What follows belongs to an exercise in optimizing a design on an open flow for a short achievable clock period and few clock cycles per item; a production flow would make more cautious choices.
Only simulation tests tie the RTL to the original design; equivalence was not proved.
Power is estimated from default activity; no workload was simulated.

<file path="flow/constraint.sdc">
create_clock -name core_clock -period 6.5 [get_ports {clk_i}]
set_input_delay 1.3000 -clock core_clock [delete_from_list [all_inputs] [get_ports {clk_i}]]
set_output_delay 1.3000 -clock core_clock [all_outputs]
set_load 0.01 [all_outputs]
</file>
<file path="flow/config.mk">
export PLATFORM = sky130hd
export DESIGN_NAME = lru_recency_table_unit
export DESIGN_NICKNAME = lru_recency_table_unit
export VERILOG_FILES = /design/flow/design.v
export SDC_FILE = /design/flow/constraint.sdc
export NUM_CORES = 4
export LEC_CHECK = 0
export ABC_CLOCK_PERIOD_IN_PS = 2500
export CAP_MARGIN = 20
export CORE_MARGIN = 2
export CORE_UTILIZATION = 60
export CTS_CLUSTER_DIAMETER = 80
export CTS_CLUSTER_SIZE = 20
export SETUP_SLACK_MARGIN = 4.3
export SLEW_MARGIN = 20
export TNS_END_PERCENT = 100
</file>
<file path="flow/design.v">
`timescale 1ns / 1ps
`default_nettype none
package lrt_pkg;
  localparam int unsigned KIND_W = 2;
  localparam int unsigned KEY_W  = 32;
  localparam int unsigned SLOT_W = 4;
  localparam logic [KIND_W-1:0] KIND_INSERT = 2'd0;
  localparam logic [KIND_W-1:0] KIND_FIND   = 2'd1;
  localparam logic [KIND_W-1:0] KIND_REMOVE = 2'd2;
  localparam logic [KIND_W-1:0] KIND_NOP    = 2'd3;
  localparam int unsigned QDEPTH = 6;
endpackage
`default_nettype wire
`timescale 1ns / 1ps
`default_nettype none
module lrt_cell #(
  parameter int unsigned KW = 32,
  parameter int unsigned GW = 8
) (
  input  wire logic             clk_i,
  input  wire logic             we_i,
  input  wire logic [KW-1:0]    wkey_i,
  input  wire logic             used_i,
  input  wire logic [KW-1:0]    cmp_key_i,
  output logic [KW-1:0]         key_o,
  output logic [KW/GW-1:0]      match_o
);
  logic [KW-1:0] key_q;
  always_ff @(posedge clk_i) begin
    if (we_i) begin
      key_q <= wkey_i;
    end
  end
  always_comb begin
    for (int g = 0; g < KW / GW; g++) begin
      match_o[g] = (key_q[g*GW +: GW] == cmp_key_i[g*GW +: GW]);
    end
    match_o[0] = match_o[0] && used_i;
  end
  assign key_o = key_q;
endmodule
`default_nettype wire
`timescale 1ns / 1ps
`default_nettype none
module lru_recency_table_unit #(
  parameter int unsigned ENTRIES  = 16,
  parameter int unsigned KEY_BITS = 32
) (
  input  wire logic                       clk_i,
  input  wire logic                       rst_ni,
  input  wire logic                       in_valid_i,
  output logic                            in_ready_o,
  input  wire logic [lrt_pkg::KIND_W-1:0] kind_i,
  input  wire logic [lrt_pkg::KEY_W-1:0]  key_i,
  output logic                            out_valid_o,
  input  wire logic                       out_ready_i,
  output logic                            hit_o,
  output logic [lrt_pkg::SLOT_W-1:0]      slot_o,
  output logic                            released_o,
  output logic [lrt_pkg::KEY_W-1:0]       released_key_o
);
  localparam int unsigned N  = ENTRIES;
  localparam int unsigned IW = $clog2(ENTRIES);
  localparam int unsigned KW = lrt_pkg::KEY_W;
  localparam int unsigned NP = N * (N - 1) / 2;
  localparam int unsigned D  = lrt_pkg::QDEPTH;
  localparam int unsigned CW = $clog2(D + 1);
  localparam int unsigned RW = 1 + lrt_pkg::SLOT_W + 1 + KW;
  function automatic integer pidx(input integer i, input integer j);
    pidx = i * N - (i * (i + 1)) / 2 + (j - i - 1);
  endfunction
  logic [CW-1:0] cnt_q, cnt_d;
  logic          busy_q;
  logic          ready_q;
  logic          in_xfer;
  logic          pop;
  logic          hv_q;
  logic          ov_q;
  assign in_ready_o = ready_q;
  assign in_xfer    = in_valid_i && !busy_q;
  assign pop        = hv_q && out_ready_i;
  always_comb begin
    cnt_d = cnt_q;
    if (in_xfer && !pop) begin
      cnt_d = cnt_q + CW'(1);
    end else if (!in_xfer && pop) begin
      cnt_d = cnt_q - CW'(1);
    end
  end
  always_ff @(posedge clk_i or negedge rst_ni) begin
    if (!rst_ni) begin
      cnt_q  <= '0;
      busy_q  <= 1'b1;
      ready_q <= 1'b0;
    end else begin
      cnt_q  <= cnt_d;
      busy_q  <= (cnt_d >= CW'(D));
      ready_q <= (cnt_d < CW'(D));
    end
  end
  logic [N-1:0]        used_q, used_d;
  logic [NP-1:0]       old_q, old_d;    
  logic [N-1:0]        top_q, top_d;    
  logic [N-2:0][IW-1:0] stk_q;           
  logic [N-2:0][IW-1:0] stk_d;
  logic [N:1]          nused_q, nused_d;  
  localparam int unsigned GW = 8;
  localparam int unsigned NG = KW / GW;
  logic [KW-1:0]       cell_key [N];
  logic [NG-1:0]       cell_match [N];
  logic [N-1:0]        key_we;
  logic                pw_v_q;
  logic [N-1:0]        pw_slot_q;
  logic [KW-1:0]       pw_key_q;
  logic                full;
  logic [N-1:0]        lru;
  logic [N-1:0]        vict;
  assign full   = nused_q[N];
  assign key_we = pw_slot_q & {N{pw_v_q}};
  always_comb begin
    for (int v = 0; v < N; v++) begin
      lru[v] = 1'b1;
      for (int j = 0; j < N; j++) begin
        if (j < v) begin
          lru[v] = lru[v] & !old_q[pidx(j, v)];
        end else if (j > v) begin
          lru[v] = lru[v] & old_q[pidx(v, j)];
        end
      end
    end
  end
  assign vict = full ? lru : top_q;
  logic          fwd_ins_q, fwd_rem_q, fwd_ev_q;
  logic [N-1:0]  last_t_q;
  logic                       vp_q;
  logic [lrt_pkg::KIND_W-1:0] kind_p_q;
  logic [KW-1:0]              key_p_q;
  logic [NG-1:0]              pi_q [N];
  logic [NG-1:0]              pwp_q;
  logic [NG-1:0]              e3p_q;
  logic [N-1:0]               kw_q;
  logic [KW-1:0]              key_b_q;
  for (genvar s = 0; s < N; s++) begin : g_slot
    lrt_cell #(
      .KW (KW),
      .GW (GW)
    ) u_cell (
      .clk_i     (clk_i),
      .we_i      (key_we[s]),
      .wkey_i    (pw_key_q),
      .used_i    (used_q[s]),
      .cmp_key_i (key_i),
      .key_o     (cell_key[s]),
      .match_o   (cell_match[s])
    );
  end
  always_ff @(posedge clk_i or negedge rst_ni) begin
    if (!rst_ni) begin
      vp_q <= 1'b0;
    end else begin
      vp_q <= in_xfer;
    end
  end
  always_ff @(posedge clk_i) begin
    kind_p_q <= kind_i;
    key_p_q  <= key_i;
    for (int s = 0; s < N; s++) begin
      pi_q[s] <= cell_match[s];
    end
    for (int g = 0; g < NG; g++) begin
      pwp_q[g] <= (key_i[g*GW +: GW] == pw_key_q[g*GW +: GW]);
      e3p_q[g] <= (key_i[g*GW +: GW] == key_b_q[g*GW +: GW]);
    end
    kw_q <= key_we;
  end
  logic                       va_q;
  logic [lrt_pkg::KIND_W-1:0] kind_a_q;
  logic [KW-1:0]              key_a_q;
  logic [N-1:0]               mi;
  logic [N-1:0]               mp;
  logic                       pw_eq;
  logic                       fwd3_eq;
  logic [N-1:0]               mp_q;
  logic                       eq2_q;
  assign pw_eq = &pwp_q;
  always_comb begin
    for (int s = 0; s < N; s++) begin
      mi[s] = kw_q[s] ? pw_eq : &pi_q[s];
    end
  end
  assign fwd3_eq = (fwd_ins_q || fwd_rem_q) && (&e3p_q);
  always_comb begin
    if (fwd3_eq) begin
      mp = last_t_q & {N{fwd_ins_q}};
    end else if (fwd_ev_q) begin
      mp = mi & ~last_t_q;
    end else begin
      mp = mi;
    end
  end
  always_ff @(posedge clk_i or negedge rst_ni) begin
    if (!rst_ni) begin
      va_q <= 1'b0;
    end else begin
      va_q <= vp_q;
    end
  end
  always_ff @(posedge clk_i) begin
    kind_a_q <= kind_p_q;
    key_a_q  <= key_p_q;
    mp_q     <= mp;
    eq2_q    <= (key_p_q == key_b_q);
  end
  logic          act_a;
  logic          fwd2_eq;
  logic [N-1:0]  ma;
  logic          eq_ab;
  logic          fwd1_eq;
  logic          hr, mv;
  logic          vb_q, act_b_q, ins_b_q, find_b_q, rem_b_q;
  logic          eq_b_q, h0_q, h1_q;
  logic [N-1:0]  mb_q;
  assign act_a   = va_q && (kind_a_q != lrt_pkg::KIND_NOP);
  assign fwd2_eq = (fwd_ins_q || fwd_rem_q) && eq2_q;
  always_comb begin
    if (fwd2_eq) begin
      ma = last_t_q & {N{fwd_ins_q}};
    end else if (fwd_ev_q) begin
      ma = mp_q & ~last_t_q;
    end else begin
      ma = mp_q;
    end
    ma = ma & {N{act_a}};
  end
  assign eq_ab   = (key_a_q == key_b_q);
  assign fwd1_eq = (ins_b_q || rem_b_q) && eq_ab;
  assign hr      = |ma;
  assign mv      = |(ma & vict);
  always_ff @(posedge clk_i or negedge rst_ni) begin
    if (!rst_ni) begin
      vb_q     <= 1'b0;
      act_b_q  <= 1'b0;
      ins_b_q  <= 1'b0;
      find_b_q <= 1'b0;
      rem_b_q  <= 1'b0;
    end else begin
      vb_q     <= va_q;
      act_b_q  <= act_a;
      ins_b_q  <= va_q && (kind_a_q == lrt_pkg::KIND_INSERT);
      find_b_q <= va_q && (kind_a_q == lrt_pkg::KIND_FIND);
      rem_b_q  <= va_q && (kind_a_q == lrt_pkg::KIND_REMOVE);
    end
  end
  always_ff @(posedge clk_i) begin
    key_b_q <= key_a_q;
    eq_b_q  <= eq_ab;
    mb_q    <= ma;
    h0_q    <= act_a && (fwd1_eq ? ins_b_q : hr);
    h1_q    <= act_a && (fwd1_eq ? ins_b_q : (hr && !mv));
  end
  logic          fwd_eq;
  logic [N-1:0]  m;
  logic          hit;
  logic          ins_miss;
  logic          mtf_hit;
  logic          rem_hit;
  logic [N-1:0]  t;
  assign fwd_eq = (fwd_ins_q || fwd_rem_q) && eq_b_q;
  always_comb begin
    if (fwd_eq) begin
      m = last_t_q & {N{fwd_ins_q}};
    end else if (fwd_ev_q) begin
      m = mb_q & ~last_t_q;
    end else begin
      m = mb_q;
    end
    m = m & {N{act_b_q}};
  end
  assign hit      = fwd_ev_q ? h1_q : h0_q;
  assign ins_miss = ins_b_q && !hit;
  assign mtf_hit  = (ins_b_q || find_b_q) && hit;
  assign rem_hit  = rem_b_q && hit;
  assign t        = ins_miss ? vict : m;
  logic [NP-1:0] age_v, age_m;
  always_comb begin
    for (int i = 0; i < N; i++) begin
      for (int j = i + 1; j < N; j++) begin
        if (vict[i]) begin
          age_v[pidx(i, j)] = 1'b0;
        end else if (vict[j]) begin
          age_v[pidx(i, j)] = 1'b1;
        end else begin
          age_v[pidx(i, j)] = old_q[pidx(i, j)];
        end
        if (m[i]) begin
          age_m[pidx(i, j)] = 1'b0;
        end else if (m[j]) begin
          age_m[pidx(i, j)] = 1'b1;
        end else begin
          age_m[pidx(i, j)] = old_q[pidx(i, j)];
        end
      end
    end
  end
  always_comb begin
    old_d = old_q;
    if (ins_miss) begin
      old_d = age_v;
    end else if (mtf_hit) begin
      old_d = age_m;
    end
  end
  logic [N-1:0] top_next;
  always_comb begin
    top_next = '0;
    for (int s = 0; s < N; s++) begin
      top_next[s] = (stk_q[0] == IW'(s));
    end
  end
  logic [IW-1:0] top_bin;
  always_comb begin
    top_bin = '0;
    for (int s = 0; s < N; s++) begin
      top_bin = top_bin | (IW'(s) & {IW{top_q[s]}});
    end
  end
  always_comb begin
    used_d  = used_q;
    top_d   = top_q;
    stk_d   = stk_q;
    nused_d = nused_q;
    if (ins_miss) begin
      used_d = used_q | vict;
      if (!full) begin
        top_d = top_next;
        for (int k = 0; k < N - 2; k++) begin
          stk_d[k] = stk_q[k+1];
        end
        nused_d = {nused_q[N-1:1], 1'b1};
      end
    end else if (rem_hit) begin
      used_d = used_q & ~m;
      top_d    = m;
      stk_d[0] = top_bin;
      for (int k = 1; k < N - 1; k++) begin
        stk_d[k] = stk_q[k-1];
      end
      nused_d = {1'b0, nused_q[N:2]};
    end
  end
  logic vc_q;
  always_ff @(posedge clk_i or negedge rst_ni) begin
    if (!rst_ni) begin
      used_q    <= '0;
      old_q     <= '0;
      top_q     <= N'(1);
      for (int k = 0; k < N - 1; k++) begin
        stk_q[k] <= IW'(k + 1);
      end
      nused_q   <= '0;
      fwd_ins_q <= 1'b0;
      fwd_rem_q <= 1'b0;
      fwd_ev_q  <= 1'b0;
      pw_v_q    <= 1'b0;
      vc_q      <= 1'b0;
    end else begin
      used_q    <= used_d;
      old_q     <= old_d;
      top_q     <= top_d;
      stk_q     <= stk_d;
      nused_q   <= nused_d;
      fwd_ins_q <= ins_b_q;
      fwd_rem_q <= rem_b_q;
      fwd_ev_q  <= ins_miss && full;
      pw_v_q    <= ins_miss;
      vc_q      <= vb_q;
    end
  end
  logic          hit_c_q, ev_c_q, rh_c_q;
  logic [KW-1:0] vkey;
  logic [N-1:0]  t_c_q;
  logic [KW-1:0] key_c_q;
  always_ff @(posedge clk_i) begin
    last_t_q  <= t;
    pw_slot_q <= vict;
    pw_key_q  <= key_b_q;
    hit_c_q   <= hit;
    ev_c_q    <= ins_miss && full;
    rh_c_q    <= rem_hit;
    t_c_q     <= t;
    key_c_q   <= key_b_q;
  end
  logic [IW-1:0] slot_c;
  logic [RW-1:0] res_c;
  always_comb begin
    slot_c = '0;
    vkey   = '0;
    for (int s = 0; s < N; s++) begin
      slot_c = slot_c | (IW'(s) & {IW{t_c_q[s]}});
      vkey   = vkey | (cell_key[s] & {KW{t_c_q[s]}});
    end
  end
  assign res_c = {hit_c_q, lrt_pkg::SLOT_W'(slot_c), ev_c_q || rh_c_q,
                  ev_c_q ? vkey : (rh_c_q ? key_c_q : '0)};
  logic [RW-1:0] mem_q [D];
  logic [D-1:0]  wr_q, rd_q;            
  logic [CW-1:0] nq_q;                  
  logic          nq_any;
  logic [RW-1:0] mem_rd;
  logic          head_ld;
  logic [RW-1:0] head_new;
  logic [RW-1:0] head_b_q;
  logic [RW-1:0] head_q;
  logic          take;
  always_ff @(posedge clk_i) begin
    for (int i = 0; i < D; i++) begin
      if (vc_q && wr_q[i]) begin
        mem_q[i] <= res_c;
      end
    end
  end
  always_comb begin
    mem_rd = '0;
    for (int i = 0; i < D; i++) begin
      mem_rd = mem_rd | (mem_q[i] & {RW{rd_q[i]}});
    end
  end
  assign nq_any   = (nq_q != '0);
  assign head_ld  = pop || !hv_q;
  assign head_new = nq_any ? mem_rd : res_c;
  assign take     = head_ld && (nq_any || vc_q);
  always_ff @(posedge clk_i or negedge rst_ni) begin
    if (!rst_ni) begin
      hv_q <= 1'b0;
      ov_q <= 1'b0;
      wr_q <= D'(1);
      rd_q <= D'(1);
      nq_q <= '0;
    end else begin
      hv_q <= head_ld ? (nq_any || vc_q) : ov_q;
      ov_q <= head_ld ? (nq_any || vc_q) : hv_q;
      if (vc_q) begin
        wr_q <= {wr_q[D-2:0], wr_q[D-1]};
      end
      if (take) begin
        rd_q <= {rd_q[D-2:0], rd_q[D-1]};
      end
      if (vc_q && !take) begin
        nq_q <= nq_q + CW'(1);
      end else if (!vc_q && take) begin
        nq_q <= nq_q - CW'(1);
      end
    end
  end
  always_ff @(posedge clk_i) begin
    head_q   <= head_ld ? head_new : head_b_q;
    head_b_q <= head_ld ? head_new : head_q;
  end
  assign out_valid_o = ov_q;
  assign {hit_o, slot_o, released_o, released_key_o} = head_q;
endmodule
`default_nettype wire
</file>
<file path="flow/run.sh">
#!/bin/bash
# synth_recipe.tcl (not shown) runs the flow's synth.tcl, then flattens the netlist and writes it again
# the make line also repeats each setting of config.mk as NAME=value (left out here)
make -C /OpenROAD-flow-scripts/flow DESIGN_CONFIG=/design/flow/config.mk WORK_HOME=/design/flow/orfs CLKGATE_MAP_FILE= SYNTH_SCRIPT=/design/flow/synth_recipe.tcl finish
</file>
==> notes.md, run 1 <==
- Setup violations, final: 0
- Slew headroom: between 40% and 50%
- Max Cap Violations: 0
- Post-route setup slack: between 3 and 4 ns
- Synthesis Warnings: 8
- Util after Layout: between 70% and 80%
- Compound-Gate Fraction of Synth Area: 12.9%
- Fmax: between 300 and 400 MHz
- Half-perimeter wire length after placement: 112000 um
- GPL Wtd Cong: roughly 0.94
- Total number of vias: 40900
- IO Pins: 78
- Power per cell area: 280 mW/mm^2
- Antenna Violating Nets Remaining: 0
- Worst-path clk slew: roughly 0.08 ns
- Worst Path Class, Setup: flop to primary output
- Crit path max-delay family: flip-flops
- Clk_skew: between 0.05 and 0.06 ns
- Syn Nets: between 4000 and 5000
- # hold bufs at CTS: 0
- VDD IR max: 0.220 mV
- PortBufs: 77
- Largest family of logic cells by synthesized area: compound AO/OA/AOI/OAI gates
- Crit Path Max Fanout: 2
- Clock root cell: clkbuf_16
- Post-synth EDFFs: 740
- Dpl ws: 2.33 ns
- Cells after Synth: roughly 4400
- Area grow syn2layout: 18.0%
- Final nets: around 4700
- Post-synthesis xor/xnor area fraction: 10.1%
- Crit path launch type: flop
- Dominant synthesized flop cell: edfxtp_1
- Chip Width: 310 um
- Full die area: 0.0959 mm^2
- Endpoint class of the critical path: primary output
- Post-route clock period utilization: between 30% and 40%
- Synthesized area: roughly 0.056 mm^2
- Unrepaired setup endpoints after global routing: true
- Area share of the largest cell type after synthesis: 39.6%
- DRC viols: 0
- DR vias/cell: approximately 6.9
- Wire per inst: between 30 and 40 um
- Skew-Pair Late Insertion Delay: approximately 0.72 ns
- Post-synthesis mux area share: under 10%
- Antenna violations before repair: 8
- DR iter-0 viols: between 6000 and 7000
- Slowest CP cell: dfrtp_1
- Post-synth cell types: 74
- Row count: between 100 and 150
- Outcome: finished clean
- Clk sinks: 1369
- Simple-Gate Fraction of Synth Area: ~8.7%
- Most area-hungry cell type in the Yosys netlist: edfxtp_1
- Lkg Pwr: 22.8 nW
- CTS max path bufs: 3
- First-pass GRT wire length: between 200000 and 300000 um
- PnR Total Power: approximately 19 mW
- #FFs+latches synth: 1369
- Gr ovfl total: 0
- CTS tree: yes
- Largest net degree at the start of global routing: between 100 and 150
- CP max stage delay: 0.40 ns
- WP buf/inv: 1
- Tightest Pin Transition: just under 0.9 ns
- Fin. Hold Viols: 0
- Asr flop ratio synth: between 10% and 20%
- Max Slew Vio Count: 0
- Cell Chain, Critical Path: buf_6
- Vias in the first global route: 37800
- Post-synthesis sequential area ratio: 64.5%
- Drt first pass iters: 6
- Layout cell share with drive strength beyond 1: a little over a fifth
- Setup TNS: 0 ns
- Hold WC Path Type: flop to flop
- Synth area leaders: edfxtp_1 (40%), dfxtp_1 (13%), dfrtp_1 (10%)
- Clock period minus worst slack: around 2.5 ns
- Die H: between 300 and 400 um
- Core footprint: ~0.093 mm^2
- # H-tree levels: 3
- Synth Area in Adders: less than 1%
- Tot GR Track Use: between 30% and 40%
- Starting Density: about 60%
- Drt total wl: 191000 um
- Worst Path Arrival: around 1.2 ns
- Worst EP required: roughly 5.2 ns
- Average size of a mapped cell: roughly 13 um^2
- CTS buffer count: between 70 and 80
## flip-flops by register name (all words and copies together) (netlist names), 32 cells and up
name                 cells
key_a_q                 32
key_c_q                 32
head_b_q                38
mem_q                  228
key_p_q                 32
old_q                  120
head_q                  38
pi_q                    64
stk_q                   60
g_slot.u_cell.key_q    512
key_b_q                 32
## stage by stage
| stage | std cells | area, um^2 | hold slack, ns |
|---|---|---|---|
| after floorplan | 4360 | 56400 | 0.310 |
| after global placement | 5519 | 58300 | 0.341 |
| after global routing | 5950 | 66200 | 0.366 |
| final | 5953 | 66200 | 0.358 |
| after detailed placement | 5519 | 58300 | 0.336 |
| after CTS | 5791 | 63300 | 0.357 |
## cells in the mapped netlist (36+ instances only)
master,number
mux2i_1,55
xor2_1,142
and2_1,41
dfrtp_1,226
a21o_1,46
a22oi_1,191
xnor2_1,503
a41oi_1,41
nand4_1,158
nand3_1,38
nand2_1,231
a22o_1,79
nor2_1,313
dfxtp_1,367
a21oi_1,92
a221oi_1,198
a32oi_1,38
buf_1,42
clkbuf_1,220
o21ai_0,111
edfxtp_1,740
nor4_1,57
dfstp_2,36
a31oi_1,58
## cell usage in the layout (no fill, tap or decap), types with 42 or more instances in the layout
cell / count
o21ai_1: 67
a31oi_1: 56
dfrtp_1: 217
a221oi_2: 63
buf_6: 89
nand4_1: 158
nor2_1: 260
buf_12: 42
mux2i_1: 54
nor4_1: 42
a22oi_1: 189
a221oi_1: 132
buf_4: 283
xor2_1: 142
a22o_1: 79
xnor2_1: 500
clkbuf_16: 86
nor2_2: 44
dfxtp_1: 310
edfxtp_1: 740
a21o_1: 46
a21oi_1: 75
nand2_1: 204
clkbuf_1: 55
## worst register-to-register path, cell delays in order, from the launching register on
cell and delay (ns):
dfrtp_2 0.43, buf_4 0.15, buf_4 0.17, buf_4 0.16
nand2_1 0.12, a32o_2 0.38, nand2_2 0.26, a221oi_4 0.36
and2_4 0.28, nor2_1 0.07
## kinds of logic (layout without fill, tap and decap cells)
kind of cell | after synthesis | after routing
compound gates | 958 | 958
xor+xnor | 645 | 645
fa+ha+maj | 3 | 3
buf+inv | 335 | 658
flops | 1369 | 1369
mux | 68 | 68
other cells | 0 | 3
simple gates | 982 | 995
## area by class of cell
class | count | area, um^2
antenna | 3 | 7.51
clock buffer | 135 | 2210
clock inverter | 5 | 53.8
fill | 6323 | 26700
inverter | 27 | 134
multi-input combinational | 2669 | 20800
sequential | 1369 | 36300
tap | 1254 | 1570
timing repair buffer | 489 | 5140
timing repair inverter | 2 | 16.3
## power breakdown
| group | total, mW | switching, mW | internal [mW] |
|---|---|---|---|
| Sequential | 10.5 | 0.663 | 9.82 |
| Combinational | 2.79 | 1.51 | 1.28 |
| Clock | 5.25 | 2.91 | 2.34 |
| Total | 18.5 | 5.09 | 13.4 |
## path summary, 6_finish.rpt
path                       depth (start not counted)  slack, ns           startpoint                     to
hold / removal                                     0       0.36  key_a_q[12]$_DFF_P_    key_b_q[12]$_DFF_P_
min in group asynchronous                          1       0.55               rst_ni         ov_q$_DFF_PN0_
setup / recovery                                   1       4.00       ov_q$_DFF_PN0_            out_valid_o
setup reg to reg                                   9       4.01   fwd_ev_q$_DFF_PN0_  old_q[90]$_DFFE_PN0P_
max in group asynchronous                          2       4.80               rst_ni  old_q[13]$_DFFE_PN0P_
hold reg to reg                                    0       0.36  key_a_q[12]$_DFF_P_    key_b_q[12]$_DFF_P_
## what timing repair did
| action | 4_1_cts | 5_1_grt |
|---|---|---|
| cloned | 18 | 17 |
| pin swaps | 83 | 126 |
| setup buffers | 114 | 142 |
| setup endpoints to repair | 656 | 440 |
| resized for setup | 559 | 394 |
## metal layers
layer	routed length, um	track usage [%]
met1	73400	54.0
met2	82400	56.7
met3	23700	8.57
met4	11100	16.9
met5	0	0
Testbench counts, summed over its fixed seeds: cycles 12,048, items 12,000.
==> inputs of run 2 (changes only) <==
--- a/flow/design.v
+++ b/flow/design.v
@@ -192,10 +192,8 @@
   always_comb begin
     if (fwd3_eq) begin
       mp = last_t_q & {N{fwd_ins_q}};
-    end else if (fwd_ev_q) begin
-      mp = mi & ~last_t_q;
     end else begin
-      mp = mi;
+      mp = mi & ~key_we;
     end
   end
   always_ff @(posedge clk_i or negedge rst_ni) begin
@@ -218,17 +216,15 @@
   logic          fwd1_eq;
   logic          hr, mv;
   logic          vb_q, act_b_q, ins_b_q, find_b_q, rem_b_q;
-  logic          eq_b_q, h0_q, h1_q;
+  logic          meq_q, h0_q, h1_q;
   logic [N-1:0]  mb_q;
   assign act_a   = va_q && (kind_a_q != lrt_pkg::KIND_NOP);
   assign fwd2_eq = (fwd_ins_q || fwd_rem_q) && eq2_q;
   always_comb begin
     if (fwd2_eq) begin
       ma = last_t_q & {N{fwd_ins_q}};
-    end else if (fwd_ev_q) begin
-      ma = mp_q & ~last_t_q;
     end else begin
-      ma = mp_q;
+      ma = mp_q & ~key_we;
     end
     ma = ma & {N{act_a}};
   end
@@ -253,34 +249,23 @@
   end
   always_ff @(posedge clk_i) begin
     key_b_q <= key_a_q;
-    eq_b_q  <= eq_ab;
-    mb_q    <= ma;
+    meq_q   <= act_a && fwd1_eq && ins_b_q;
+    mb_q    <= ma & {N{!fwd1_eq}};
     h0_q    <= act_a && (fwd1_eq ? ins_b_q : hr);
     h1_q    <= act_a && (fwd1_eq ? ins_b_q : (hr && !mv));
   end
-  logic          fwd_eq;
   logic [N-1:0]  m;
   logic          hit;
   logic          ins_miss;
   logic          mtf_hit;
   logic          rem_hit;
   logic [N-1:0]  t;
-  assign fwd_eq = (fwd_ins_q || fwd_rem_q) && eq_b_q;
-  always_comb begin
-    if (fwd_eq) begin
-      m = last_t_q & {N{fwd_ins_q}};
-    end else if (fwd_ev_q) begin
-      m = mb_q & ~last_t_q;
-    end else begin
-      m = mb_q;
-    end
-    m = m & {N{act_b_q}};
-  end
+  assign m = (last_t_q & {N{meq_q}}) | mb_q;
   assign hit      = fwd_ev_q ? h1_q : h0_q;
   assign ins_miss = ins_b_q && !hit;
   assign mtf_hit  = (ins_b_q || find_b_q) && hit;
   assign rem_hit  = rem_b_q && hit;
-  assign t        = ins_miss ? vict : m;
+  assign t        = ins_miss ? vict : (m & {N{hit}});
   logic [NP-1:0] age_v, age_m;
   always_comb begin
     for (int i = 0; i < N; i++) begin
==> notes.md, run 2 <==
- Crit path launch type: flop (unchanged)
- Crit path max-delay family: simple AND/OR/NAND/NOR gates (was flip-flops)
- Core footprint: 0.0929 mm^2 (unchanged)
- Final nets: 4593 (was 4677)
- Syn Nets: 4423 (was 4401)
- Cell Chain, Critical Path: buf_6, buf_6, nand4_1, o41a_1, inv_2, nor2_2, buf_6, or3_4, o21a_1 (was buf_6)
- Gr ovfl total: 0 (unchanged)
- Post-route setup slack: 4.01 ns (was 4.00 ns)
- Synthesis Warnings: 8 (unchanged)
- Average size of a mapped cell: 12.8 um^2 (was 12.9 um^2)
- Post-synth cell types: 73 (was 74)
- Slew headroom: 17.4% (was 41.9%)
- Fin Hold WS: 0.347 ns (was 0.358 ns)
- Top reg by flops: g_slot.u_cell.key_q (unchanged)
- CP most frequent cell: buf_6
- Dominant synthesized flop cell: edfxtp_1 (unchanged)
- DR vias/cell: 6.84 (was 6.87)
- Setup violations, final: 0 (unchanged)
- First-pass GRT wire length: 261000 um (was 264000 um)
- VDD IR max: 0.277 mV (was 0.220 mV)
- Total number of vias: 40200 (was 40900)
- Asr flop ratio synth: 19.1% (about the same)
- Util after Layout: 69.6% (was 71.2%)
- Starting Density: 60.3% (about the same)
- CTS buffer count: 78 (unchanged)
- Half-perimeter wire length after placement: 111000 um (was 112000 um)
- Unrepaired setup endpoints after global routing: true (unchanged)
- Chip Width: 309 um (was 310 um)
- Setup TNS: 0 ns (unchanged)
- Worst EP required: 7.06 ns (was 5.20 ns)
- Worst Path Arrival: 3.06 ns (was 1.20 ns)
- Row count: 112 (unchanged)
- DR iter-0 viols: 5855 (was 6372)
- Clock period minus worst slack: 2.49 ns (was 2.50 ns)
- Power per cell area: 311 mW/mm^2 (was 280 mW/mm^2)
- Synth area leaders: edfxtp_1 (40%), dfxtp_1 (13%), dfrtp_1 (10%) (unchanged)
- Largest net degree at the start of global routing: 151 (was 127)
- Drt first pass iters: 6 (unchanged)
- Top-count cell post-synth: edfxtp_1 (unchanged)
- Most area-hungry cell type in the Yosys netlist: edfxtp_1 (unchanged)
- GPL Wtd Cong: 0.933 (was 0.941)
- Most frequent cells in the layout: edfxtp_1 (740), xnor2_1 (528), nor2_1 (314) (was edfxtp_1 (740), xnor2_1 (500), dfxtp_1 (310))
- Antenna violations before repair: 9 (was 8)
- Dpl ws: 2.81 ns (was 2.33 ns)
- Lkg Pwr: 21.8 nW (was 22.8 nW)
- DRC viols: 0 (unchanged)
- Max Slew Vio Count: 0 (unchanged)
- WP buf/inv: 4 (was 1)
- # hold bufs at CTS: 0 (unchanged)
- CTS tree: yes (unchanged)
- Clk sinks: 1368 (was 1369)
- Skew-Pair Late Insertion Delay: 0.69 ns (was 0.72 ns)
- Clk_skew: 0.0314 ns (was 0.0551 ns)
- Post-route clock period utilization: 38.3% (was 38.5%)
- Vias in the first global route: 37300 (was 37800)
- Area share of the largest cell type after synthesis: 39.7% (was 39.6%)
- Die H: 309 um (was 310 um)
- Cells after Synth: 4382 (was 4360)
- Drt total wl: 185000 um (was 191000 um)
- # H-tree levels: 3 (unchanged)
- Max Cap Violations: 0 (unchanged)
- Worst-path clk slew: 0.09 ns (was 0.08 ns)
- Clock root cell: clkbuf_16 (unchanged)
- Synthesized area: 0.0560 mm^2 (was 0.0561 mm^2)
- Post-synthesis sequential area ratio: 64.6% (was 64.5%)
- Post-synth EDFFs: 740 (unchanged)
- Max reg flops: 512 (unchanged)
- Layout cell share with drive strength beyond 1: 18.6% (was 21.8%)
- Number of fill cells: 6631 (was 6323)
- Post-synth top cells: edfxtp_1 (740), xnor2_1 (530), dfxtp_1 (367) (was edfxtp_1 (740), xnor2_1 (503), dfxtp_1 (367))
- Fin. Hold Viols: 0 (unchanged)
- PortBufs: 77 (unchanged)
- IO Pins: 78 (unchanged)
- Worst Path Class, Setup: flop to flop (was flop to primary output)
- Crit Path Max Fanout: 8 (was 2)
- Outcome: finished clean (unchanged)
- Slowest CP cell: dfrtp_4 (was dfrtp_1)
- CTS max path bufs: 3 (unchanged)
- Tot GR Track Use: 37.7% (was 38.1%)
- Registers with the most flip-flops: g_slot.u_cell.key_q x512, mem_q x228, old_q x120 (unchanged)
- Commonest non-fill, non-tap cell in the layout: edfxtp_1 (unchanged)
- Endpoint class of the critical path: flop (was primary output)
- Antenna Violating Nets Remaining: 0 (unchanged)
- Wire per inst: 31.4 um (was 32.0 um)
- Fmax: 401 MHz (was 400 MHz)
- Tightest Pin Transition: 1.24 ns (was 0.871 ns)
- Area grow syn2layout: 15.5% (was 18.0%)
- CP max stage delay: 0.54 ns (was 0.40 ns)
- #FFs+latches synth: 1368 (was 1369)
- Full die area: 0.0958 mm^2 (was 0.0959 mm^2)
- Hold WC Path Type: flop to flop (unchanged)
[run 2: changes by cell type after synthesis, sizes merged, moves of 16 or more]
cell / before / now
a221oi: 199 / 235
a31oi: 58 / 84
a32o: 32 / 0
a32oi: 38 / 16
clkbuf: 220 / 236
mux2i: 55 / 1
nand2: 231 / 250
nor3: 18 / 51
o21a: 24 / 79
o21ai: 115 / 31
o31ai: 1 / 23
xnor2: 503 / 530
xor2: 142 / 115
[run 2: per-stage QoR]
stage	cell area (um^2)	power, mW	std cells
2_1_floorplan	56200	12.9	4382
3_3_place_gp	58200	14.2	5534
3_5_place_dp	58300	14.2	5535
4_1_cts	62700	19.8	5775
5_1_grt	64700	20.8	5871
6_report	64700	20.1	5872
[run 2: worst paths after layout]
kind | startpoint | cells after the start | slack (ns) | endpoint
max in group asynchronous | rst_ni | 2 | 4.59 | fwd_rem_q$_DFF_PN0_
max | nused_q[16]$_DFFE_PN0P_ | 9 | 4.01 | old_q[20]$_DFFE_PN0P_
min in group asynchronous | rst_ni | 1 | 0.56 | ov_q$_DFF_PN0_
min | kind_p_q[0]$_DFF_P_ | 0 | 0.35 | kind_a_q[0]$_DFF_P_
max reg2reg | nused_q[16]$_DFFE_PN0P_ | 9 | 4.01 | old_q[20]$_DFFE_PN0P_
min reg2reg | kind_p_q[0]$_DFF_P_ | 0 | 0.35 | kind_a_q[0]$_DFF_P_
[run 2: kinds of logic after synthesis]
| family | Yosys count | synth area share [%] |
|---|---|---|
| adder cells (fa/ha/maj) | 3 | 0.0805 |
| AO/OA/AOI/OAI | 955 | 13.2 |
| buffers and inverters | 360 | 2.58 |
| AND/OR/NAND/NOR | 1038 | 9.20 |
| multiplexers | 13 | 0.282 |
| XOR/XNOR | 645 | 10.1 |
| flip-flops | 1368 | 64.6 |
[run 2: layer usage]
| layer | vias up | global-route usage, % | share of wire, % |
|---|---|---|---|
| li1 | 16800 | - | - |
| met5 | - | 0 | 0.060 |
| met1 | 20100 | 54.5 | 39 |
| met4 | 14 | 14.7 | 4.6 |
| met2 | 2759 | 55.3 | 44 |
| met3 | 510 | 8.94 | 12 |
[run 2: timing repair]
action                     4_1_cts  5_1_grt
buffers inserted                82       82
pin swaps                       33       59
gates cloned                    14       12
gates resized for setup        485      240
setup endpoints to repair      738      464
[run 2: final cells by class]
type                            count  area (um^2)  share of cell area (%)
Antenna cell                        2         5.00                 0.00774
Clock buffer                      139         2290                    3.54
Clock inverter                      5         45.0                  0.0697
Inverter                           39          176                   0.273
Multi-Input combinational cell   2665        20100                    31.1
Sequential cell                  1368        36300                    56.1
Tap cell                         1254         1570                    2.43
Timing Repair Buffer              399         4210                    6.51
Timing Repair inverter              1         7.51                  0.0116
[run 2: worst register-to-register path, stage by stage, from the launching register on]
cell and delay, ns:
dfrtp_4 0.54, buf_6 0.13, buf_6 0.08, nand4_1 0.21, o41a_1 0.52, inv_2 0.10, nor2_2 0.04, buf_6 0.14
or3_4 0.48, o21a_1 0.14
[run 2: report_power, final]
| group | internal [mW] | leakage, nW | total (mW) | switching, mW |
|---|---|---|---|---|
| sequential | 10.2 | 12.5 | 11.2 | 0.942 |
| combinational | 1.64 | 8.20 | 3.65 | 2.02 |
| clock | 2.41 | 1.11 | 5.25 | 2.84 |
Testbench counts of run 2, summed over its fixed seeds: cycles 12,048, items 12,000.
==> inputs of run 3 (changes only) <==
--- a/flow/config.mk
+++ b/flow/config.mk
@@ -11,6 +11,6 @@
 export CORE_UTILIZATION = 60
 export CTS_CLUSTER_DIAMETER = 80
 export CTS_CLUSTER_SIZE = 20
-export SETUP_SLACK_MARGIN = 4.3
+export SETUP_SLACK_MARGIN = 4.4
 export SLEW_MARGIN = 20
 export TNS_END_PERCENT = 100
==> notes.md, run 3 <==
- Outcome: finished clean (unchanged)
- Die H: 309 um (unchanged)
- Reg2reg setup slack: 3.96 ns (was 4.01 ns)
- Max reg flops: 512 (unchanged)
- DR iter-0 viols: 6707 (was 5855)
- DRC viols: 0 (unchanged)
- CTS max path bufs: 3 (unchanged)
- Post-synthesis sequential area ratio: 64.6% (unchanged)
- Endpoint class of the critical path: flop (unchanged)
- Drt first pass iters: 6 (unchanged)
- Gr ovfl total: 0 (unchanged)
- Area share of the largest cell type after synthesis: 39.7% (unchanged)
- Unrepaired setup endpoints after global routing: true (unchanged)
- Final nets: 4724 (was 4593)
- Core footprint: 0.0929 mm^2 (unchanged)
- RR Startpoint: nused_q[16]$_DFFE_PN0P_ (unchanged)
- Row count: 112 (unchanged)
- Dpl ws: 2.74 ns (was 2.81 ns)
- Worst R2R Path Depth: 10 (was 9)
- Chip Width: 309 um (unchanged)
- Tightest Pin Transition: 1.17 ns (was 1.24 ns)
- Crit Path Max Fanout: 5 (was 8)
- Util after Layout: 72.8% (was 69.6%)
- Net Sw Frac: 29.8% (was 28.9%)
- PortBufs: 77 (unchanged)
- Fin. Hold Viols: 0 (unchanged)
- Slew headroom: 22.0% (was 17.4%)
- Design Area, Final: 0.0677 mm^2 (was 0.0647 mm^2)
- Clock period minus worst slack: 2.54 ns (was 2.49 ns)
- IO Pins: 78 (unchanged)
- Crit path launch type: flop (unchanged)
- # H-tree levels: 3 (unchanged)
- Post-route setup slack: 3.96 ns (was 4.01 ns)
- DR vias/cell: 6.89 (was 6.84)
- Max Cap Violations: 0 (unchanged)
- Most frequent cells in the layout: edfxtp_1 (740), xnor2_1 (528), dfxtp_1 (310) (was edfxtp_1 (740), xnor2_1 (528), nor2_1 (314))
- Asr flop ratio synth: 19.1% (unchanged)
- CP max stage delay: 0.49 ns (was 0.54 ns)
- # hold bufs at CTS: 0 (unchanged)
- Worst-path clk slew: 0.09 ns (about the same)
- Clk_skew: 0.0396 ns (was 0.0314 ns)
- Lkg Pwr: 23.0 nW (was 21.8 nW)
- CTS buffer count: 78 (unchanged)
- Tot GR Track Use: 38.3% (was 37.7%)
- Slowest CP cell: dfrtp_4 (unchanged)
- GPL Wtd Cong: 0.952 (was 0.933)
- Fmax: 394 MHz (was 401 MHz)
- Post-synth top cells: edfxtp_1 (740), xnor2_1 (530), dfxtp_1 (367) (unchanged)
- Syn Nets: 4423 (unchanged)
- Setup violations, final: 0 (unchanged)
- CTS tree: yes (unchanged)
- Post-synth EDFFs: 740 (unchanged)
- Finished Layout Cells: 6004 (was 5872)
- Synthesis Warnings: 8 (unchanged)
- Starting Density: 60.3% (unchanged)
- Worst Hold Depth: 0 (unchanged)
- First-pass GRT wire length: 265000 um (was 261000 um)
- Clock Power Share: 25.8% (was 26.2%)
- Half-perimeter wire length after placement: 110000 um (was 111000 um)
- Wire per inst: 32.4 um (was 31.4 um)
- Antenna Violating Nets Remaining: 0 (unchanged)
- Dominant synthesized flop cell: edfxtp_1 (unchanged)
- Skew-Pair Late Insertion Delay: 0.70 ns (was 0.69 ns)
- DP Area: 0.0582 mm^2 (was 0.0583 mm^2)
- Commonest non-fill, non-tap cell in the layout: edfxtp_1 (unchanged)
- Hold WC Path Type: flop to flop (unchanged)
- VDD IR max: 0.244 mV (was 0.277 mV)
- Worst EP required: 7.07 ns (was 7.06 ns)
- Layout cell share with drive strength beyond 1: 23.5% (was 18.6%)
- Average size of a mapped cell: 12.8 um^2 (unchanged)
- Cell Chain, Critical Path: buf_12, buf_12, or4b_1, o41a_1, buf_4, buf_6, nor3_2, nor4_1, nand4_1, a211oi_2 (was buf_6, buf_6, nand4_1, o41a_1, inv_2, nor2_2, buf_6, or3_4, o21a_1)
- Clk sinks: 1368 (unchanged)
- Reg2reg end: h1_q$_DFF_P_ (was old_q[20]$_DFFE_PN0P_)
- CP most frequent cell: buf_12 (was buf_6)
- Hold Path Sink: kind_a_q[1]$_DFF_P_ (was kind_a_q[0]$_DFF_P_)
- Gate power share: 19.8% (was 18.2%)
- #FFs+latches synth: 1368 (unchanged)
- Max Slew Vio Count: 0 (unchanged)
- Total number of vias: 41400 (was 40200)
- Top-count cell post-synth: edfxtp_1 (unchanged)
- Top reg by flops: g_slot.u_cell.key_q (unchanged)
- Antenna violations before repair: 6 (was 9)
- Synthesized area: 0.0560 mm^2 (unchanged)
- Setup TNS: 0 ns (unchanged)
- Vias in the first global route: 38200 (was 37300)
- Placed cell count: 5527 (was 5535)
- Worst Hold Launch: kind_p_q[1]$_DFF_P_ (was kind_p_q[0]$_DFF_P_)
- Largest net degree at the start of global routing: 122 (was 151)
- Area grow syn2layout: 20.9% (was 15.5%)
- Most area-hungry cell type in the Yosys netlist: edfxtp_1 (unchanged)
- Drt total wl: 195000 um (was 185000 um)
- Pint: 14.6 mW (was 14.3 mW)
- Registers with the most flip-flops: g_slot.u_cell.key_q x512, mem_q x228, old_q x120 (unchanged)
- Cells after Synth: 4382 (unchanged)
- Worst Path Arrival: 3.11 ns (was 3.06 ns)
- Number of fill cells: 6159 (was 6631)
- Register share of total power: 54.5% (was 55.7%)
- Post-route clock period utilization: 39.1% (was 38.3%)
- Worst Path Class, Setup: flop to flop (unchanged)
- P_sw: 6.17 mW (was 5.80 mW)
- Full die area: 0.0958 mm^2 (unchanged)
- Post-synth cell types: 73 (unchanged)
- Clock root cell: clkbuf_16 (unchanged)
- Synth area leaders: edfxtp_1 (40%), dfxtp_1 (13%), dfrtp_1 (10%) (unchanged)
- Power per cell area: 307 mW/mm^2 (was 311 mW/mm^2)
==> run 3: cell counts after synthesis <==
No cell type changed its count.
==> run 3: cells by family after synthesis <==
group / Yosys count / share of synthesized area, %
adder cells (fa/ha/maj): 3 / 0.0805
multiplexers: 13 / 0.282
flip-flops: 1368 / 64.6
AND/OR/NAND/NOR: 1038 / 9.20
AO/OA/AOI/OAI: 955 / 13.2
buffers and inverters: 360 / 2.58
XOR/XNOR: 645 / 10.1
==> run 3: power groups by stage <==
stage               clock [mW]  sequential, mW  combinational (mW)
floorplan                    0            11.0                1.96
CTS                       5.36            11.2                3.46
global route              5.66            11.4                4.35
global placement             0            11.3                2.92
detailed placement           0            11.3                2.98
finish                    5.34            11.3                4.11
==> run 3: how the worst max path moves through the flow <==
stage	startpoint	end	slack (ns)	depth (start not counted)
2_1_floorplan	out_ready_i	nq_q[2]$_DFFE_PN0P_	4.11	7
3_3_place_gp	fwd_ev_q$_DFF_PN0_	top_q[15]$_DFFE_PN0P_	2.87	7
3_5_place_dp	fwd_ev_q$_DFF_PN0_	top_q[11]$_DFFE_PN0P_	2.74	7
4_1_cts	ov_q$_DFF_PN0_	out_valid_o	3.99	1
5_1_grt	nused_q[16]$_DFFE_PN0P_	h1_q$_DFF_P_	3.94	9
6_report	nused_q[16]$_DFFE_PN0P_	h1_q$_DFF_P_	3.96	10
==> run 3: per-layer routing <==
layer	vias up	share of wire, %	global-route usage (%)
met5	-	0.020	0
met4	6	6.2	17.6
met3	679	12	8.55
met2	2972	44	57.9
met1	20600	37	53.1
li1	17100	-	-
==> run 3: area by class of cell <==
type / instances / area [um^2] / area share, %
flip-flops and latches: 1368 / 36300 / 53.6
multi-input cells: 2665 / 21000 / 31.1
repair buffers: 529 / 6190 / 9.15
clock buffers: 140 / 2300 / 3.40
well taps: 1254 / 1570 / 2.32
inverters: 39 / 190 / 0.281
clock inverters: 6 / 73.8 / 0.109
repair inverters: 2 / 18.8 / 0.0277
diodes: 1 / 2.50 / 0.00370
==> run 3: through the flow <==
stage               total power, mW  hold WS (ns)
floorplan                      12.9         0.310
global placement               14.2         0.314
detailed placement             14.3         0.319
CTS                            20.0         0.331
global route                   21.4         0.350
finish                         20.8         0.331
==> run 3: what timing repair did <==
| item | 4_1_cts | 5_1_grt |
|---|---|---|
| resized for setup | 628 | 399 |
| pin swaps | 63 | 115 |
| setup buffers | 129 | 142 |
| gates cloned | 21 | 38 |
| setup endpoints to repair | 917 | 405 |
==> run 3: critical path: cells and delay by family, from the launching register on <==
family | cells | cell delay [ns]
AND/OR/NAND/NOR | 4 | 0.83
buffers and inverters | 4 | 0.53
AO/OA/AOI/OAI | 2 | 0.53
flip-flops | 1 | 0.49
==> inputs of run 4 (changes only) <==
--- a/flow/design.v
+++ b/flow/design.v
@@ -103,8 +103,8 @@
   logic [N-1:0]        top_q, top_d;    
   logic [N-2:0][IW-1:0] stk_q;           
   logic [N-2:0][IW-1:0] stk_d;
-  logic [N:1]          nused_q, nused_d;  
-  localparam int unsigned GW = 8;
+  logic [IW:0]         nused_q, nused_d;  
+  localparam int unsigned GW = 16;
   localparam int unsigned NG = KW / GW;
   logic [KW-1:0]       cell_key [N];
   logic [NG-1:0]       cell_match [N];
@@ -115,7 +115,7 @@
   logic                full;
   logic [N-1:0]        lru;
   logic [N-1:0]        vict;
-  assign full   = nused_q[N];
+  assign full   = nused_q[IW];
   assign key_we = pw_slot_q & {N{pw_v_q}};
   always_comb begin
     for (int v = 0; v < N; v++) begin
@@ -192,8 +192,10 @@
   always_comb begin
     if (fwd3_eq) begin
       mp = last_t_q & {N{fwd_ins_q}};
+    end else if (fwd_ev_q) begin
+      mp = mi & ~last_t_q;
     end else begin
-      mp = mi & ~key_we;
+      mp = mi;
     end
   end
   always_ff @(posedge clk_i or negedge rst_ni) begin
@@ -216,15 +218,17 @@
   logic          fwd1_eq;
   logic          hr, mv;
   logic          vb_q, act_b_q, ins_b_q, find_b_q, rem_b_q;
-  logic          meq_q, h0_q, h1_q;
+  logic          eq_b_q, h0_q, h1_q;
   logic [N-1:0]  mb_q;
   assign act_a   = va_q && (kind_a_q != lrt_pkg::KIND_NOP);
   assign fwd2_eq = (fwd_ins_q || fwd_rem_q) && eq2_q;
   always_comb begin
     if (fwd2_eq) begin
       ma = last_t_q & {N{fwd_ins_q}};
+    end else if (fwd_ev_q) begin
+      ma = mp_q & ~last_t_q;
     end else begin
-      ma = mp_q & ~key_we;
+      ma = mp_q;
     end
     ma = ma & {N{act_a}};
   end
@@ -249,23 +253,34 @@
   end
   always_ff @(posedge clk_i) begin
     key_b_q <= key_a_q;
-    meq_q   <= act_a && fwd1_eq && ins_b_q;
-    mb_q    <= ma & {N{!fwd1_eq}};
+    eq_b_q  <= eq_ab;
+    mb_q    <= ma;
     h0_q    <= act_a && (fwd1_eq ? ins_b_q : hr);
     h1_q    <= act_a && (fwd1_eq ? ins_b_q : (hr && !mv));
   end
+  logic          fwd_eq;
   logic [N-1:0]  m;
   logic          hit;
   logic          ins_miss;
   logic          mtf_hit;
   logic          rem_hit;
   logic [N-1:0]  t;
-  assign m = (last_t_q & {N{meq_q}}) | mb_q;
+  assign fwd_eq = (fwd_ins_q || fwd_rem_q) && eq_b_q;
+  always_comb begin
+    if (fwd_eq) begin
+      m = last_t_q & {N{fwd_ins_q}};
+    end else if (fwd_ev_q) begin
+      m = mb_q & ~last_t_q;
+    end else begin
+      m = mb_q;
+    end
+    m = m & {N{act_b_q}};
+  end
   assign hit      = fwd_ev_q ? h1_q : h0_q;
   assign ins_miss = ins_b_q && !hit;
   assign mtf_hit  = (ins_b_q || find_b_q) && hit;
   assign rem_hit  = rem_b_q && hit;
-  assign t        = ins_miss ? vict : (m & {N{hit}});
+  assign t        = ins_miss ? vict : m;
   logic [NP-1:0] age_v, age_m;
   always_comb begin
     for (int i = 0; i < N; i++) begin
@@ -321,7 +336,7 @@
         for (int k = 0; k < N - 2; k++) begin
           stk_d[k] = stk_q[k+1];
         end
-        nused_d = {nused_q[N-1:1], 1'b1};
+        nused_d = nused_q + (IW+1)'(1);
       end
     end else if (rem_hit) begin
       used_d = used_q & ~m;
@@ -330,7 +345,7 @@
       for (int k = 1; k < N - 1; k++) begin
         stk_d[k] = stk_q[k-1];
       end
-      nused_d = {1'b0, nused_q[N:2]};
+      nused_d = nused_q - (IW+1)'(1);
     end
   end
   logic vc_q;
@@ -364,7 +379,6 @@
   logic          hit_c_q, ev_c_q, rh_c_q;
   logic [KW-1:0] vkey;
   logic [N-1:0]  t_c_q;
-  logic [KW-1:0] key_c_q;
   always_ff @(posedge clk_i) begin
     last_t_q  <= t;
     pw_slot_q <= vict;
@@ -373,7 +387,6 @@
     ev_c_q    <= ins_miss && full;
     rh_c_q    <= rem_hit;
     t_c_q     <= t;
-    key_c_q   <= key_b_q;
   end
   logic [IW-1:0] slot_c;
   logic [RW-1:0] res_c;
@@ -386,9 +399,10 @@
     end
   end
   assign res_c = {hit_c_q, lrt_pkg::SLOT_W'(slot_c), ev_c_q || rh_c_q,
-                  ev_c_q ? vkey : (rh_c_q ? key_c_q : '0)};
-  logic [RW-1:0] mem_q [D];
-  logic [D-1:0]  wr_q, rd_q;            
+                  vkey & {KW{ev_c_q || rh_c_q}}};
+  localparam int unsigned DM = D - 1;
+  logic [RW-1:0] mem_q [DM];
+  logic [DM-1:0] wr_q, rd_q;            
   logic [CW-1:0] nq_q;                  
   logic          nq_any;
   logic [RW-1:0] mem_rd;
@@ -398,7 +412,7 @@
   logic [RW-1:0] head_q;
   logic          take;
   always_ff @(posedge clk_i) begin
-    for (int i = 0; i < D; i++) begin
+    for (int i = 0; i < DM; i++) begin
       if (vc_q && wr_q[i]) begin
         mem_q[i] <= res_c;
       end
@@ -406,7 +420,7 @@
   end
   always_comb begin
     mem_rd = '0;
-    for (int i = 0; i < D; i++) begin
+    for (int i = 0; i < DM; i++) begin
       mem_rd = mem_rd | (mem_q[i] & {RW{rd_q[i]}});
     end
   end
@@ -418,17 +432,17 @@
     if (!rst_ni) begin
       hv_q <= 1'b0;
       ov_q <= 1'b0;
-      wr_q <= D'(1);
-      rd_q <= D'(1);
+      wr_q <= DM'(1);
+      rd_q <= DM'(1);
       nq_q <= '0;
     end else begin
       hv_q <= head_ld ? (nq_any || vc_q) : ov_q;
       ov_q <= head_ld ? (nq_any || vc_q) : hv_q;
       if (vc_q) begin
-        wr_q <= {wr_q[D-2:0], wr_q[D-1]};
+        wr_q <= {wr_q[DM-2:0], wr_q[DM-1]};
       end
       if (take) begin
-        rd_q <= {rd_q[D-2:0], rd_q[D-1]};
+        rd_q <= {rd_q[DM-2:0], rd_q[DM-1]};
       end
       if (vc_q && !take) begin
         nq_q <= nq_q + CW'(1);
--- a/flow/config.mk
+++ b/flow/config.mk
@@ -11,6 +11,6 @@
 export CORE_UTILIZATION = 60
 export CTS_CLUSTER_DIAMETER = 80
 export CTS_CLUSTER_SIZE = 20
-export SETUP_SLACK_MARGIN = 4.4
+export SETUP_SLACK_MARGIN = 4.3
 export SLEW_MARGIN = 20
 export TNS_END_PERCENT = 100
==> notes.md, run 4 <==
- Fmax: 382 MHz (was 394 MHz)
- Antenna Violating Nets Remaining: 0 (unchanged)
- Worst Hold Depth: 0 (unchanged)
- Worst Hold Launch: vb_q$_DFF_PN0_ (was kind_p_q[1]$_DFF_P_)
- P_sw: 5.49 mW (was 6.17 mW)
- Final nets: 4533 (was 4724)
- Tightest Pin Transition: 1.01 ns (was 1.17 ns)
- Chip Width: 302 um (was 309 um)
- DRC viols: 0 (unchanged)
- Synth area leaders: edfxtp_1 (40%), dfxtp_1 (12%), dfrtp_1 (10%) (was edfxtp_1 (40%), dfxtp_1 (13%), dfrtp_1 (10%))
- Clk sinks: 1282 (was 1368)
- Hold WC Path Type: flop to flop (unchanged)
- Clock Power Share: 27.0% (was 25.8%)
- Outcome: finished clean (unchanged)
- VDD IR max: 0.321 mV (was 0.244 mV)
- First-pass GRT wire length: 284000 um (was 265000 um)
- Post-synth EDFFs: 702 (was 740)
- Synthesized area: 0.0533 mm^2 (was 0.0560 mm^2)
- Post-synthesis sequential area ratio: 63.8% (was 64.6%)
- Design Area, Final: 0.0658 mm^2 (was 0.0677 mm^2)
- DR vias/cell: 7.23 (was 6.89)
- Worst Path Arrival: 3.18 ns (was 3.11 ns)
- IO Pins: 78 (unchanged)
- Worst-path clk slew: 0.09 ns (about the same)
- CTS max path bufs: 3 (unchanged)
- Max Cap Violations: 0 (unchanged)
- Area grow syn2layout: 23.5% (was 20.9%)
- Worst Path Class, Setup: flop to flop (unchanged)
- Half-perimeter wire length after placement: 121000 um (was 110000 um)
- # H-tree levels: 3 (unchanged)
- Drt first pass iters: 8 (was 6)
- #FFs+latches synth: 1282 (was 1368)
- Synthesis Warnings: 8 (unchanged)
- Cells after Synth: 4154 (was 4382)
- Most area-hungry cell type in the Yosys netlist: edfxtp_1 (unchanged)
- Area share of the largest cell type after synthesis: 39.6% (was 39.7%)
- Lkg Pwr: 23.6 nW (was 23.0 nW)
- Starting Density: 60.4% (was 60.3%)
- Worst setup path start: nused_q[4]$_DFFE_PN0P_ (was nused_q[16]$_DFFE_PN0P_)
- Post-synth top cells: edfxtp_1 (702), xnor2_1 (516), dfxtp_1 (331) (was edfxtp_1 (740), xnor2_1 (530), dfxtp_1 (367))
- Net Sw Frac: 29.4% (was 29.8%)
- Post-synth cell types: 80 (was 73)
- Wire per inst: 36.1 um (was 32.4 um)
- PnR Total Power: 18.7 mW (was 20.8 mW)
- Layout cell share with drive strength beyond 1: 27.3% (was 23.5%)
- Full die area: 0.0912 mm^2 (was 0.0958 mm^2)
- Top reg by flops: g_slot.u_cell.key_q (unchanged)
- Gr ovfl total: 0 (unchanged)
- Total number of vias: 41300 (was 41400)
- Area of the multi-input gates: 0.0215 mm^2 (was 0.0210 mm^2)
- Fin Hold WS: 0.356 ns (was 0.331 ns)
- Worst R2R Path Depth: 9 (was 10)
- Vias in the first global route: 39500 (was 38200)
- Gate power share: 18.6% (was 19.8%)
- Drt total wl: 206000 um (was 195000 um)
- Tot GR Track Use: 43.6% (was 38.3%)
- Register Area: 0.0341 mm^2 (was 0.0363 mm^2)
- Antenna violations before repair: 4 (was 6)
- Clock root cell: clkbuf_16 (unchanged)
- Reg2reg setup slack: 3.88 ns (was 3.96 ns)
- Crit path to: old_q[9]$_DFFE_PN0P_ (was h1_q$_DFF_P_)
- # hold bufs at CTS: 0 (unchanged)
- Crit Path Max Fanout: 7 (was 5)
- Skew-Pair Late Insertion Delay: 0.69 ns (was 0.70 ns)
- Unrepaired setup endpoints after global routing: true (unchanged)
- Endpoint class of the critical path: flop (unchanged)
- Syn Nets: 4197 (was 4423)
- Row count: 109 (was 112)
- Worst EP required: 7.07 ns (about the same)
- Setup violations, final: 0 (unchanged)
- Pint: 13.2 mW (was 14.6 mW)
- Max reg flops: 512 (unchanged)
- Clk_skew: 0.0226 ns (was 0.0396 ns)
- PortBufs: 77 (unchanged)
- Post-route clock period utilization: 40.3% (was 39.1%)
- CTS buffer count: 74 (was 78)
- GPL Wtd Cong: 1.03 (was 0.952)
- Crit path launch type: flop (unchanged)
- Power per cell area: 284 mW/mm^2 (was 307 mW/mm^2)
- Largest net degree at the start of global routing: 152 (was 122)
- RR Startpoint: nused_q[4]$_DFFE_PN0P_ (was nused_q[16]$_DFFE_PN0P_)
- DP Area: 0.0553 mm^2 (was 0.0582 mm^2)
- Dominant synthesized flop cell: edfxtp_1 (unchanged)
- Clock period minus worst slack: 2.62 ns (was 2.54 ns)
- Top-count cell post-synth: edfxtp_1 (unchanged)
- Average size of a mapped cell: 12.8 um^2 (about the same)
- Asr flop ratio synth: 19.4% (was 19.1%)
- Core footprint: 0.0882 mm^2 (was 0.0929 mm^2)
- Register share of total power: 54.4% (was 54.5%)
- Max Slew Vio Count: 0 (unchanged)
- Number of fill cells: 5497 (was 6159)
- DR iter-0 viols: 6513 (was 6707)
- Reg2reg end: old_q[9]$_DFFE_PN0P_ (was h1_q$_DFF_P_)
- Fin. Hold Viols: 0 (unchanged)
- Commonest non-fill, non-tap cell in the layout: edfxtp_1 (unchanged)
- CTS tree: yes (unchanged)
- Slew headroom: 32.4% (was 22.0%)
- Die H: 302 um (was 309 um)
- Most frequent cells in the layout: edfxtp_1 (702), xnor2_1 (479), dfxtp_1 (277) (was edfxtp_1 (740), xnor2_1 (528), dfxtp_1 (310))
- Registers with the most flip-flops: g_slot.u_cell.key_q x512, mem_q x190, old_q x120 (was g_slot.u_cell.key_q x512, mem_q x228, old_q x120)
- Setup TNS: 0 ns (unchanged)
-- run 4: final cells by class --
type	instances	area share (%)
timing repair buffer	525	9.40
multi-input combinational	2566	32.7
clock buffer	127	3.23
sequential	1282	51.8
tap	1165	2.22
clock inverter	7	0.160
timing repair inverter	6	0.118
antenna	2	0.00761
inverter	35	0.276
-- run 4: critical path, cell delays in order (launching register included) --
cell	delay, ns
dfrtp_4	0.54
buf_6	0.13
nand4_1	0.29
o41a_4	0.57
buf_6	0.15
inv_8	0.07
nor3_4	0.05
a311oi_4	0.31
and2_4	0.32
nor2_1	0.08
-- run 4: kinds of logic after synthesis --
logic type | synth area share (%)
AO/OA/AOI/OAI | 12.8
XOR/XNOR | 10.6
adder cells (fa/ha/maj) | 0.132
buffers and inverters | 2.45
flip-flops | 63.8
multiplexers | 1.29
AND/OR/NAND/NOR | 8.90
-- run 4: worst min-delay path by stage --
stage	endpoint
floorplan	kind_a_q[0]$_DFF_P_
global placement	vc_q$_DFF_PN0_
detailed placement	vc_q$_DFF_PN0_
CTS	key_b_q[13]$_DFF_P_
global route	vc_q$_DFF_PN0_
finish	vc_q$_DFF_PN0_
-- run 4: metal layers --
metal	track usage, %	up-vias	share of wire (%)	wire length (um)
li1	-	16400	-	-
met1	56.8	20500	35	71900
met2	65.5	3507	43	89500
met3	12.4	962	14	28700
met4	25.6	8	7.8	16000
met5	0	-	0.025	52
-- run 4: what timing repair did --
item / 4_1_cts / 5_1_grt
pin swaps: 111 / 231
resized for setup: 884 / 504
endpoints found under the setup margin: 557 / 359
setup buffers: 203 / 106
cloned: 43 / 13
-- run 4: metrics by stage --
stage	std cells	worst slack [ns]	utilization, %
after floorplan	4154	4.13	-
after global placement	5212	2.32	62.7
after detailed placement	5212	2.12	62.7
after CTS	5592	3.95	70.9
after global routing	5713	3.89	74.6
final	5715	3.88	74.6
-- run 4: power by group through the flow --
stage	Clock, mW	Combinational [mW]	Sequential (mW)
after floorplan	0	1.58	9.86
after global placement	0	2.36	10.2
after detailed placement	0	2.45	10.2
after CTS	5.02	3.02	10.1
after global routing	5.31	3.67	10.2
final	5.04	3.48	10.2
Testbench counts of run 4, summed over its fixed seeds: cycles 12,048, items 12,000.
==> inputs of run 5 (changes only) <==
--- a/flow/design.v
+++ b/flow/design.v
@@ -71,12 +71,10 @@
   endfunction
   logic [CW-1:0] cnt_q, cnt_d;
   logic          busy_q;
-  logic          ready_q;
   logic          in_xfer;
   logic          pop;
   logic          hv_q;
-  logic          ov_q;
-  assign in_ready_o = ready_q;
+  assign in_ready_o = !busy_q;
   assign in_xfer    = in_valid_i && !busy_q;
   assign pop        = hv_q && out_ready_i;
   always_comb begin
@@ -90,12 +88,10 @@
   always_ff @(posedge clk_i or negedge rst_ni) begin
     if (!rst_ni) begin
       cnt_q  <= '0;
-      busy_q  <= 1'b1;
-      ready_q <= 1'b0;
+      busy_q <= 1'b0;
     end else begin
       cnt_q  <= cnt_d;
-      busy_q  <= (cnt_d >= CW'(D));
-      ready_q <= (cnt_d < CW'(D));
+      busy_q <= (cnt_d >= CW'(D));
     end
   end
   logic [N-1:0]        used_q, used_d;
@@ -431,13 +427,13 @@
   always_ff @(posedge clk_i or negedge rst_ni) begin
     if (!rst_ni) begin
       hv_q <= 1'b0;
-      ov_q <= 1'b0;
       wr_q <= DM'(1);
       rd_q <= DM'(1);
       nq_q <= '0;
     end else begin
-      hv_q <= head_ld ? (nq_any || vc_q) : ov_q;
-      ov_q <= head_ld ? (nq_any || vc_q) : hv_q;
+      if (head_ld) begin
+        hv_q <= nq_any || vc_q;
+      end
       if (vc_q) begin
         wr_q <= {wr_q[DM-2:0], wr_q[DM-1]};
       end
@@ -455,7 +451,7 @@
     head_q   <= head_ld ? head_new : head_b_q;
     head_b_q <= head_ld ? head_new : head_q;
   end
-  assign out_valid_o = ov_q;
+  assign out_valid_o = hv_q;
   assign {hit_o, slot_o, released_o, released_key_o} = head_q;
 endmodule
 `default_nettype wire
==> notes.md, run 5 <==
- Total number of vias: 40900 (was 41300)
- Core footprint: 0.0881 mm^2 (was 0.0882 mm^2)
- Cells after Synth: 4154 (unchanged)
- Gr ovfl total: 0 (unchanged)
- Post-synth cell types: 71 (was 80)
- CTS tree: yes (unchanged)
- Synthesis Warnings: 8 (unchanged)
- Layout cell share with drive strength beyond 1: 24.3% (was 27.3%)
- Antenna violations before repair: 10 (was 4)
- Top-count cell post-synth: edfxtp_1 (unchanged)
- Hold WC Path Type: flop to flop (unchanged)
- Util after Layout: 73.1% (was 74.6%)
- Largest net degree at the start of global routing: 148 (was 152)
- Cell Chain, Critical Path: buf_6 (was buf_6, nand4_1, o41a_4, buf_6, inv_8, nor3_4, a311oi_4, and2_4, nor2_1)
- Full die area: 0.0910 mm^2 (was 0.0912 mm^2)
- Post-synth top cells: edfxtp_1 (702), xnor2_1 (517), dfxtp_1 (331) (was edfxtp_1 (702), xnor2_1 (516), dfxtp_1 (331))
- Wire per inst: 35.3 um (was 36.1 um)
- #FFs+latches synth: 1280 (was 1282)
- Clock root cell: clkbuf_16 (unchanged)
- Worst Path Class, Setup: flop to primary output (was flop to flop)
- # hold bufs at CTS: 0 (unchanged)
- Setup TNS: 0 ns (unchanged)
- Area of the multi-input gates: 0.0207 mm^2 (was 0.0215 mm^2)
- First-pass GRT wire length: 278000 um (was 284000 um)
- Fin. Hold Viols: 0 (unchanged)
- Clock period minus worst slack: 2.56 ns (was 2.62 ns)
- Commonest non-fill, non-tap cell in the layout: edfxtp_1 (unchanged)
- Clk_skew: 0.0361 ns (was 0.0226 ns)
- Area share of the largest cell type after synthesis: 39.7% (was 39.6%)
- Synthesized area: 0.0532 mm^2 (was 0.0533 mm^2)
- Average size of a mapped cell: 12.8 um^2 (about the same)
- GPL Wtd Cong: 0.991 (was 1.03)
- Dominant synthesized flop cell: edfxtp_1 (unchanged)
- Tightest Pin Transition: 1.07 ns (was 1.01 ns)
- Max Cap Violations: 0 (unchanged)
- Crit path launch type: flop (unchanged)
- Post-route clock period utilization: 39.3% (was 40.3%)
- CTS buffer count: 74 (unchanged)
- Skew-Pair Late Insertion Delay: 0.69 ns (about the same)
- Worst EP required: 5.20 ns (was 7.07 ns)
- DR vias/cell: 7.17 (was 7.23)
- Slew headroom: 28.5% (was 32.4%)
- Fin Hold WS: 0.352 ns (was 0.356 ns)
- RR Startpoint: nused_q[4]$_DFFE_PN0P_ (unchanged)
- PortBufs: 77 (unchanged)
- Drt first pass iters: 8 (unchanged)
- Tot GR Track Use: 42.8% (was 43.6%)
- WP buf/inv: 1 (was 3)
- Vias in the first global route: 38800 (was 39500)
- Most frequent cells in the layout: edfxtp_1 (702), xnor2_1 (489), buf_4 (294) (was edfxtp_1 (702), xnor2_1 (479), dfxtp_1 (277))
- DRC viols: 0 (unchanged)
- Lkg Pwr: 22.6 nW (was 23.6 nW)
- Power per cell area: 284 mW/mm^2 (about the same)
- Top reg by flops: g_slot.u_cell.key_q (unchanged)
- Die H: 302 um (about the same)
- Worst Hold Launch: vb_q$_DFF_PN0_ (unchanged)
- Outcome: finished clean (unchanged)
- Setup violations, final: 0 (unchanged)
- Unrepaired setup endpoints after global routing: true (unchanged)
- Slowest CP cell: dfrtp_2 (was o41a_4)
- Synth area leaders: edfxtp_1 (40%), dfxtp_1 (12%), dfrtp_1 (10%) (unchanged)
- Asr flop ratio synth: 19.3% (was 19.4%)
- Final nets: 4519 (was 4533)
- Crit path max-delay family: flip-flops (was compound AO/OA/AOI/OAI gates)
- Post-synthesis sequential area ratio: 63.8% (about the same)
- CP max stage delay: 0.45 ns (was 0.57 ns)
- Starting Density: 60.3% (was 60.4%)
- Area grow syn2layout: 21.2% (was 23.5%)
- Worst Path Arrival: 1.26 ns (was 3.18 ns)
- Clk sinks: 1280 (was 1282)
- CTS max path bufs: 3 (unchanged)
==> run 5: cell families after synthesis <==
| group | share of synthesized area, % |
|---|---|
| AOI/OAI and AO/OA | 12.7 |
| xor gates and xnor gates | 10.7 |
| adders and majority gates | 0.132 |
| buffers and inverters | 2.41 |
| DFF | 63.8 |
| muxes | 1.37 |
| and+or+nand+nor | 8.88 |
==> run 5: worst paths after layout <==
kind                                          to  cells past startpoint
min reg2reg                       vc_q$_DFF_PN0_                      0
max                                  out_valid_o                      1
min in group asynchronous    nq_q[2]$_DFFE_PN0P_                      1
max in group asynchronous  stk_q[54]$_DFFE_PN1P_                      2
max reg2reg                old_q[84]$_DFFE_PN0P_                     12
min                               vc_q$_DFF_PN0_                      0
==> run 5: what timing repair did <==
action                     4_1_cts  5_1_grt
setup endpoints to repair      549      350
resized for setup              729      300
gates cloned                    18       16
pin swaps                       86      169
buffers inserted               208      105
==> run 5: metrics by stage <==
stage               setup slack (ns)  cells  cell area, um^2  total power [mW]
floorplan                       4.00   4154            53800              11.3
global placement                2.64   5214            55200              12.3
detailed placement              2.53   5214            55200              12.4
CTS                             3.92   5576            61700              17.8
global route                    3.90   5701            64400              18.8
finish                          3.94   5705            64400              18.3
==> run 5: area by class of cell <==
cell class                      count  share of cell area [%]
Clock buffer                      126                    3.26
Tap cell                         1165                    2.26
Antenna cell                        4                  0.0155
Inverter                           38                   0.272
Sequential cell                  1280                    52.8
Multi-Input combinational cell   2554                    32.2
Timing Repair Buffer              528                    8.96
Clock inverter                     10                   0.167
==> run 5: where the power goes <==
group | internal [mW] | switching (mW) | leakage (nW)
combinational | 1.59 | 1.71 | 9.63
sequential | 9.25 | 0.769 | 11.9
clock | 2.26 | 2.75 | 1.06
==> run 5: per-layer routing <==
layer | GRT usage (%) | wire [um] | up-vias
met2 | 64.8 | 87900 | 3505
met4 | 22.8 | 15200 | 6
met1 | 57.5 | 71200 | 20200
met3 | 10.2 | 27300 | 861
met5 | 0 | 45 | -
li1 | - | - | 16300
Testbench counts of run 5, summed over its fixed seeds: cycles 12,048, items 12,000.

Setup slack of run 5, layout unchanged: 3.944 ns with ideal ports, 3.868 ns with driving cells assumed (clock clkbuf_16, inputs buf_2), 3.480 ns with port delays also shifted by the 0.751 ns mid clock arrival.
